From an optimization exercise on the open Yosys and OpenROAD flow, aimed at small area; shortcuts taken in it are not production practice.
In this exercise RTL edits were held to simulation tests only and were not proved equivalent to the original.
Power and IR drop assume default switching activity.

==> fjord: inputs <==
==> flow/design.v <==
package dmem_pkg;
  localparam logic [2:0] F3_B  = 3'b000;
  localparam logic [2:0] F3_H  = 3'b001;
  localparam logic [2:0] F3_W  = 3'b010;
  localparam logic [2:0] F3_BU = 3'b100;
  localparam logic [2:0] F3_HU = 3'b101;
  typedef enum logic {
    CLEAR,
    READY
  } dmem_state_t;
endpackage
module dmem_bit_next
(
  input  logic q,
  input  logic wr,
  input  logic col_n,
  input  logic hold,
  output logic d
);
  assign d = ~((q | wr) & (col_n | hold));
endmodule
module dmem_rd_pair
(
  input  logic q0,
  input  logic sel0_n,
  input  logic q1,
  input  logic sel1_n,
  output logic y
);
  assign y = ~((q0 | sel0_n) & (q1 | sel1_n));
endmodule
module dmem_rd_col
#(
  parameter int unsigned DEPTH = 64
) (
  input  logic [DEPTH-1:0] q,
  input  logic [DEPTH-1:0] sel_n,
  output logic             y_n
);
  logic [DEPTH/2-1:0] p;
  for (genvar k = 0; k < DEPTH/2; k++) begin : g_pair
    dmem_rd_pair u_pair (
      .q0     (q[2*k]),
      .sel0_n (sel_n[2*k]),
      .q1     (q[2*k+1]),
      .sel1_n (sel_n[2*k+1]),
      .y      (p[k])
    );
  end
  assign y_n = |p;
endmodule
module byte_data_memory
#(
  parameter int unsigned DEPTH          = 64,
  parameter bit          CLEAR_ON_RESET = 1'b1
) (
  input  logic        clk,
  input  logic        reset,
  input  logic        req_valid,
  output logic        req_ready,
  input  logic        req_we,
  input  logic [2:0]  req_funct3,
  input  logic [31:0] req_addr,
  input  logic [31:0] req_wdata,
  output logic        rsp_valid,
  output logic [31:0] rsp_rdata,
  output logic        rsp_err,
  output logic        clear_busy
);
  localparam int unsigned AW = $clog2(DEPTH);
  logic [32*DEPTH-1:0]   mem_q;
  dmem_pkg::dmem_state_t state;
  logic [AW-1:0] sweep_cnt;
  logic          phase;
  logic          clearing;
  logic          sweep_sel;
  logic [AW-1:0] idx;
  logic          out_of_range;
  logic          misaligned;
  logic          illegal;
  logic          err;
  logic          accept;
  logic [3:0]    be;
  logic [31:0]   wdata_lane;
  logic [31:0]   rword;
  logic          rload_q;
  logic [31:0]   rcol_q;
  logic [2:0]    rf3_q;
  logic [1:0]    rlo_q;
  assign clearing   = (state == dmem_pkg::CLEAR);
  assign req_ready  = (state == dmem_pkg::READY);
  assign clear_busy = clearing;
  assign phase      = sweep_cnt[0];
  assign accept     = req_valid && req_ready;
  assign idx          = req_addr[2 +: AW];
  assign out_of_range = |req_addr[31:2+AW];
  always_comb begin
    be         = '0;
    wdata_lane = '0;
    misaligned = 1'b0;
    illegal    = 1'b0;
    case (req_funct3)
      dmem_pkg::F3_B: begin
        be         = 4'b0001 << req_addr[1:0];
        wdata_lane = {4{req_wdata[7:0]}};
      end
      dmem_pkg::F3_H: begin
        misaligned = req_addr[0];
        be         = req_addr[1] ? 4'b1100 : 4'b0011;
        wdata_lane = {2{req_wdata[15:0]}};
      end
      dmem_pkg::F3_W: begin
        misaligned = |req_addr[1:0];
        be         = '1;
        wdata_lane = req_wdata;
      end
      dmem_pkg::F3_BU: begin
        illegal = req_we;
      end
      dmem_pkg::F3_HU: begin
        illegal    = req_we;
        misaligned = req_addr[0];
      end
      default: illegal = 1'b1;
    endcase
  end
  assign err = out_of_range || misaligned || illegal;
  always_ff @(posedge clk) begin
    if (reset) begin
      state     <= CLEAR_ON_RESET ? dmem_pkg::CLEAR : dmem_pkg::READY;
      sweep_cnt <= '0;
      sweep_sel <= CLEAR_ON_RESET;
      rsp_valid <= 1'b0;
      rsp_err   <= 1'b0;
      rload_q   <= 1'b0;
    end else begin
      if (clearing && sweep_cnt == AW'(DEPTH - 1)) begin
        state     <= dmem_pkg::READY;
        sweep_sel <= 1'b0;
      end
      sweep_cnt <= sweep_cnt + 1'b1;
      rsp_valid <= accept;
      rsp_err   <= accept && err;
      rload_q   <= accept && !req_we && !err;
    end
  end
  logic [AW-1:0]    widx;
  logic [DEPTH-1:0] row_n;
  assign widx = sweep_sel ? sweep_cnt : idx;
  always_comb begin
    for (int r = 0; r < DEPTH; r++) row_n[r] = (widx != AW'(r));
  end
  logic [3:0]    lane_on;
  logic [31:0]   col_n;
  always_comb begin
    for (int l = 0; l < 4; l++) begin
      lane_on[l] = clearing || (accept && req_we && !err && be[l]);
      for (int b = 8*l; b < 8*l + 8; b++) begin
        col_n[b] = lane_on[l] ? ((!clearing && wdata_lane[b]) ^ phase) : 1'b1;
      end
    end
  end
  logic [32*DEPTH-1:0] mem_d;
  for (genvar r = 0; r < DEPTH; r++) begin : g_row
    logic [3:0] wr;
    assign wr = {4{!row_n[r]}} & lane_on;
    for (genvar b = 0; b < 32; b++) begin : g_bit
      dmem_bit_next u_next (
        .q     (mem_q[32*r + b]),
        .wr    (wr[b/8]),
        .col_n (col_n[b]),
        .hold  (row_n[r]),
        .d     (mem_d[32*r + b])
      );
    end
  end
  always_ff @(posedge clk) begin
    mem_q <= mem_d;
  end
  logic [31:0]      rcol_n;
  for (genvar b = 0; b < 32; b++) begin : g_col
    logic [DEPTH-1:0] q;
    for (genvar r = 0; r < DEPTH; r++) begin : g_q
      assign q[r] = mem_q[32*r + b];
    end
    dmem_rd_col #(.DEPTH(DEPTH)) u_col (
      .q     (q),
      .sel_n (row_n),
      .y_n   (rcol_n[b])
    );
  end
  always_ff @(posedge clk) begin
    rcol_q <= rcol_n;
    rf3_q  <= req_funct3;
    rlo_q  <= req_addr[1:0];
  end
  assign rword = (rcol_q ^ {32{phase}}) & {32{rload_q}};
  always_comb begin
    logic [7:0]  rbyte;
    logic [15:0] rhalf;
    logic        rsign;
    rbyte = rword[{rlo_q, 3'b000} +: 8];
    rhalf = rword[{rlo_q[1], 4'b0000} +: 16];
    rsign = !rf3_q[2] && (rf3_q[0] ? rhalf[15] : rbyte[7]);
    if (rf3_q[1])      rsp_rdata = rword;
    else if (rf3_q[0]) rsp_rdata = {{16{rsign}}, rhalf};
    else               rsp_rdata = {{24{rsign}}, rbyte};
  end
endmodule
==> flow/flow/run.sh <==
#!/bin/bash
# Own layout flow: the standard ORFS flow, standard synthesis unchanged.
# Changes from the standard layout:
#  - ports are buffered with plain buf_1 cells (the default pick is a
#    clkdlybuf4s50 delay cell, which is slow and twice the area; the
#    resizer can still upsize a plain buffer where timing needs it);
#  - clock tree synthesis adds no dummy balancing loads, and builds the
#    tree from clkbuf_8 cells in clusters of at most 19 sinks;
#  - the design repair after placement may not use buf_12/buf_16
#    (small_bufs.tcl).
# The full make output goes to standard_flow.log; each ORFS step keeps its
# own log under orfs/logs/.
set -euo pipefail
cd "$(dirname "$0")/.."
here=$(pwd)
bash standard.sh finish \
  "BUFFER_PORTS_ARGS=-buffer_cell sky130_fd_sc_hd__buf_1" \
  "CTS_ARGS=-sink_clustering_enable -repair_clock_nets -dont_use_dummy_load -sink_clustering_size 19 -sink_clustering_max_diameter 60 -buf_list sky130_fd_sc_hd__clkbuf_8" \
  "PRE_RESIZE_TCL=$here/flow/small_bufs.tcl" \
  > standard_flow.log 2>&1
==> flow/flow/small_bufs.tcl <==
# Keep design repair from using the largest buffers (buf_12, buf_16); it
# then buffers long, high-fanout nets with smaller buffers instead.
set_dont_use {sky130_fd_sc_hd__buf_12 sky130_fd_sc_hd__buf_16}
==> flow/standard.sh <==
#!/bin/bash
# synth_recipe.tcl (not shown) runs the flow's synth.tcl, then flattens the netlist and writes it again
# the make line also repeats each setting of config.mk as NAME=value (left out here)
make -C /OpenROAD-flow-scripts/flow DESIGN_CONFIG=/design/flow/config.mk WORK_HOME=/design/flow/orfs CLKGATE_MAP_FILE= SYNTH_SCRIPT=/design/flow/synth_recipe.tcl "${@:-finish}"
==> flow/config.mk <==
export PLATFORM = sky130hd
export DESIGN_NAME = byte_data_memory
export DESIGN_NICKNAME = byte_data_memory
export VERILOG_FILES = /design/flow/design.v
export SDC_FILE = /design/flow/constraint.sdc
export NUM_CORES = 4
export LEC_CHECK = 0
export CAP_MARGIN = 5
export CORE_MARGIN = 2
export CORE_UTILIZATION = 40
export CTS_CLUSTER_DIAMETER = 60
export CTS_CLUSTER_SIZE = 19
export GPL_TIMING_DRIVEN = 0
export PLACE_DENSITY = 0.85
export SETUP_SLACK_MARGIN = 0.1
export SLEW_MARGIN = 5
export SYNTH_HIERARCHICAL = 1
==> flow/constraint.sdc <==
create_clock -name core_clock -period 5.0 [get_ports {clk}]
set_input_delay 1.0000 -clock core_clock [delete_from_list [all_inputs] [get_ports {clk}]]
set_output_delay 1.0000 -clock core_clock [all_outputs]
set_load 0.01 [all_outputs]
==> inputs of delta, as changes to fjord <==
--- a/flow/design.v
+++ b/flow/design.v
@@ -85,6 +85,3 @@
   logic [31:0]   rword;
-  logic          rload_q;
-  logic [31:0]   rcol_q;
-  logic [2:0]    rf3_q;
-  logic [1:0]    rlo_q;
+  logic [31:0]   rdata_ext;
   assign clearing   = (state == dmem_pkg::CLEAR);
@@ -97,4 +94,9 @@
   always_comb begin
+    logic [7:0]  rbyte;
+    logic [15:0] rhalf;
+    rbyte      = rword[{req_addr[1:0], 3'b000} +: 8];
+    rhalf      = rword[{req_addr[1], 4'b0000} +: 16];
     be         = '0;
     wdata_lane = '0;
+    rdata_ext  = '0;
     misaligned = 1'b0;
@@ -105,2 +107,3 @@
         wdata_lane = {4{req_wdata[7:0]}};
+        rdata_ext  = {{24{rbyte[7]}}, rbyte};
       end
@@ -110,2 +113,3 @@
         wdata_lane = {2{req_wdata[15:0]}};
+        rdata_ext  = {{16{rhalf[15]}}, rhalf};
       end
@@ -115,5 +119,7 @@
         wdata_lane = req_wdata;
+        rdata_ext  = rword;
       end
       dmem_pkg::F3_BU: begin
-        illegal = req_we;
+        illegal   = req_we;
+        rdata_ext = {24'h000000, rbyte};
       end
@@ -122,2 +128,3 @@
         misaligned = req_addr[0];
+        rdata_ext  = {16'h0000, rhalf};
       end
@@ -134,3 +141,3 @@
       rsp_err   <= 1'b0;
-      rload_q   <= 1'b0;
+      rsp_rdata <= '0;
     end else begin
@@ -143,3 +150,3 @@
       rsp_err   <= accept && err;
-      rload_q   <= accept && !req_we && !err;
+      rsp_rdata <= (accept && !req_we && !err) ? rdata_ext : '0;
     end
@@ -147,12 +154,14 @@
   logic [AW-1:0]    widx;
-  logic [DEPTH-1:0] row_n;
+  logic [DEPTH-1:0] wsel;
   assign widx = sweep_sel ? sweep_cnt : idx;
   always_comb begin
-    for (int r = 0; r < DEPTH; r++) row_n[r] = (widx != AW'(r));
-  end
+    for (int r = 0; r < DEPTH; r++) wsel[r] = (widx == AW'(r));
+  end
+  logic          wen;
   logic [3:0]    lane_on;
   logic [31:0]   col_n;
+  assign wen = clearing || (accept && req_we && !err);
   always_comb begin
     for (int l = 0; l < 4; l++) begin
-      lane_on[l] = clearing || (accept && req_we && !err && be[l]);
+      lane_on[l] = clearing || be[l];
       for (int b = 8*l; b < 8*l + 8; b++) begin
@@ -164,4 +173,6 @@
   for (genvar r = 0; r < DEPTH; r++) begin : g_row
+    logic       hold;
     logic [3:0] wr;
-    assign wr = {4{!row_n[r]}} & lane_on;
+    assign hold = !(wen && wsel[r]);
+    assign wr   = {4{wen && wsel[r]}} & lane_on;
     for (genvar b = 0; b < 32; b++) begin : g_bit
@@ -171,3 +182,3 @@
         .col_n (col_n[b]),
-        .hold  (row_n[r]),
+        .hold  (hold),
         .d     (mem_d[32*r + b])
@@ -179,3 +190,5 @@
   end
+  logic [DEPTH-1:0] rsel_n;
   logic [31:0]      rcol_n;
+  assign rsel_n = ~wsel;
   for (genvar b = 0; b < 32; b++) begin : g_col
@@ -187,3 +200,3 @@
       .q     (q),
-      .sel_n (row_n),
+      .sel_n (rsel_n),
       .y_n   (rcol_n[b])
@@ -191,19 +204,3 @@
   end
-  always_ff @(posedge clk) begin
-    rcol_q <= rcol_n;
-    rf3_q  <= req_funct3;
-    rlo_q  <= req_addr[1:0];
-  end
-  assign rword = (rcol_q ^ {32{phase}}) & {32{rload_q}};
-  always_comb begin
-    logic [7:0]  rbyte;
-    logic [15:0] rhalf;
-    logic        rsign;
-    rbyte = rword[{rlo_q, 3'b000} +: 8];
-    rhalf = rword[{rlo_q[1], 4'b0000} +: 16];
-    rsign = !rf3_q[2] && (rf3_q[0] ? rhalf[15] : rbyte[7]);
-    if (rf3_q[1])      rsp_rdata = rword;
-    else if (rf3_q[0]) rsp_rdata = {{16{rsign}}, rhalf};
-    else               rsp_rdata = {{24{rsign}}, rbyte};
-  end
-endmodule
+  assign rword = ~rcol_n ^ {32{phase}};
+endmodule
==> flow/flow/run.sh (replaced) <==
#!/bin/bash
# Own layout flow: the standard ORFS flow (standard synthesis unchanged),
# with clock tree synthesis told not to add dummy balancing loads and to use
# larger sink clusters.
set -euo pipefail
cd "$(dirname "$0")/.."
bash standard.sh finish \
  "CTS_ARGS=-sink_clustering_enable -repair_clock_nets -dont_use_dummy_load -sink_clustering_size 30 -sink_clustering_max_diameter 80" \
  > standard_flow.log 2>&1
Settings changed: CAP_MARGIN 5 to 20, CTS_CLUSTER_DIAMETER 60 to default, CTS_CLUSTER_SIZE 19 to default, PLACE_DENSITY 0.85 to default, SETUP_SLACK_MARGIN 0.1 to default, SLEW_MARGIN 5 to 20.
removed: flow/flow/small_bufs.tcl
==> results.txt <==
item                                                                    fjord                     delta
Kind of end point of the critical path                            output port                 flip-flop
Cell-internal power                                                   21.8 mW                   23.0 mW
Post-synthesis share of cell area spent on xor and xnor gates         0.00708                   0.00279
Mux share of post-synthesis cell area                                 0.00280                   0.00420
Signal inverters                                                           17                        24
Number of fill cells in the layout                                      15000                     15300
Hold/Removal Path Class                                                in2reg                   reg2reg
Distinct cell type count after synthesis                                   48                        59
Outcome                                                        finished clean  finished with violations
Layout check failures                                                       -      negative setup slack
Critical path data required time                                      4.00 ns                   5.73 ns
Final setup TNS                                                          0 ns                 -51.18 ns
Total number of sequential cells                                         2096                      2090
Multi-input logic cell count                                             4101                      4279
Layout clock buffer count                                                 136                        96
Per-cell routed wire length                                           25.4 um                   34.9 um
Detail-routed via count per cell                                         7.04                      7.25

[static timing again, ports no longer ideal]
No port has a modelled driver above. Below, the same layouts with a new extraction and two added sets of constraints. Step 1 sets driving cells, clkbuf_16 on the clock port and buf_2 on the other inputs (assumed; they add their load-dependent delay and slew). Step 2 moves the port delays by t, midway between the first and last clock arrival at a register: inputs arrive t later, outputs are due t later. That takes back most of the time a late clock gives input paths. Three values: ideal, step 1, step 2; two values: the first two.
run | t (ns) | slack for setup (ns) | slew at the worst register clock pin (ns) | worst slew at a driven data input, ns | cell pins on the clock port's net
fjord | 0.940 | 0.165 / 0.098 / -0.472 | 0.12 / 0.12 | 0.21 | 1
delta | 0.878 | -0.377 / -0.316 / -1.194 | 0.12 / 0.12 | 0.11 | 1
With both steps, setup timing fails in fjord, where it was met with ideal ports. The setup slack of delta, which loses most, moves by +0.061 ns with the drivers and by -0.817 ns with both steps.
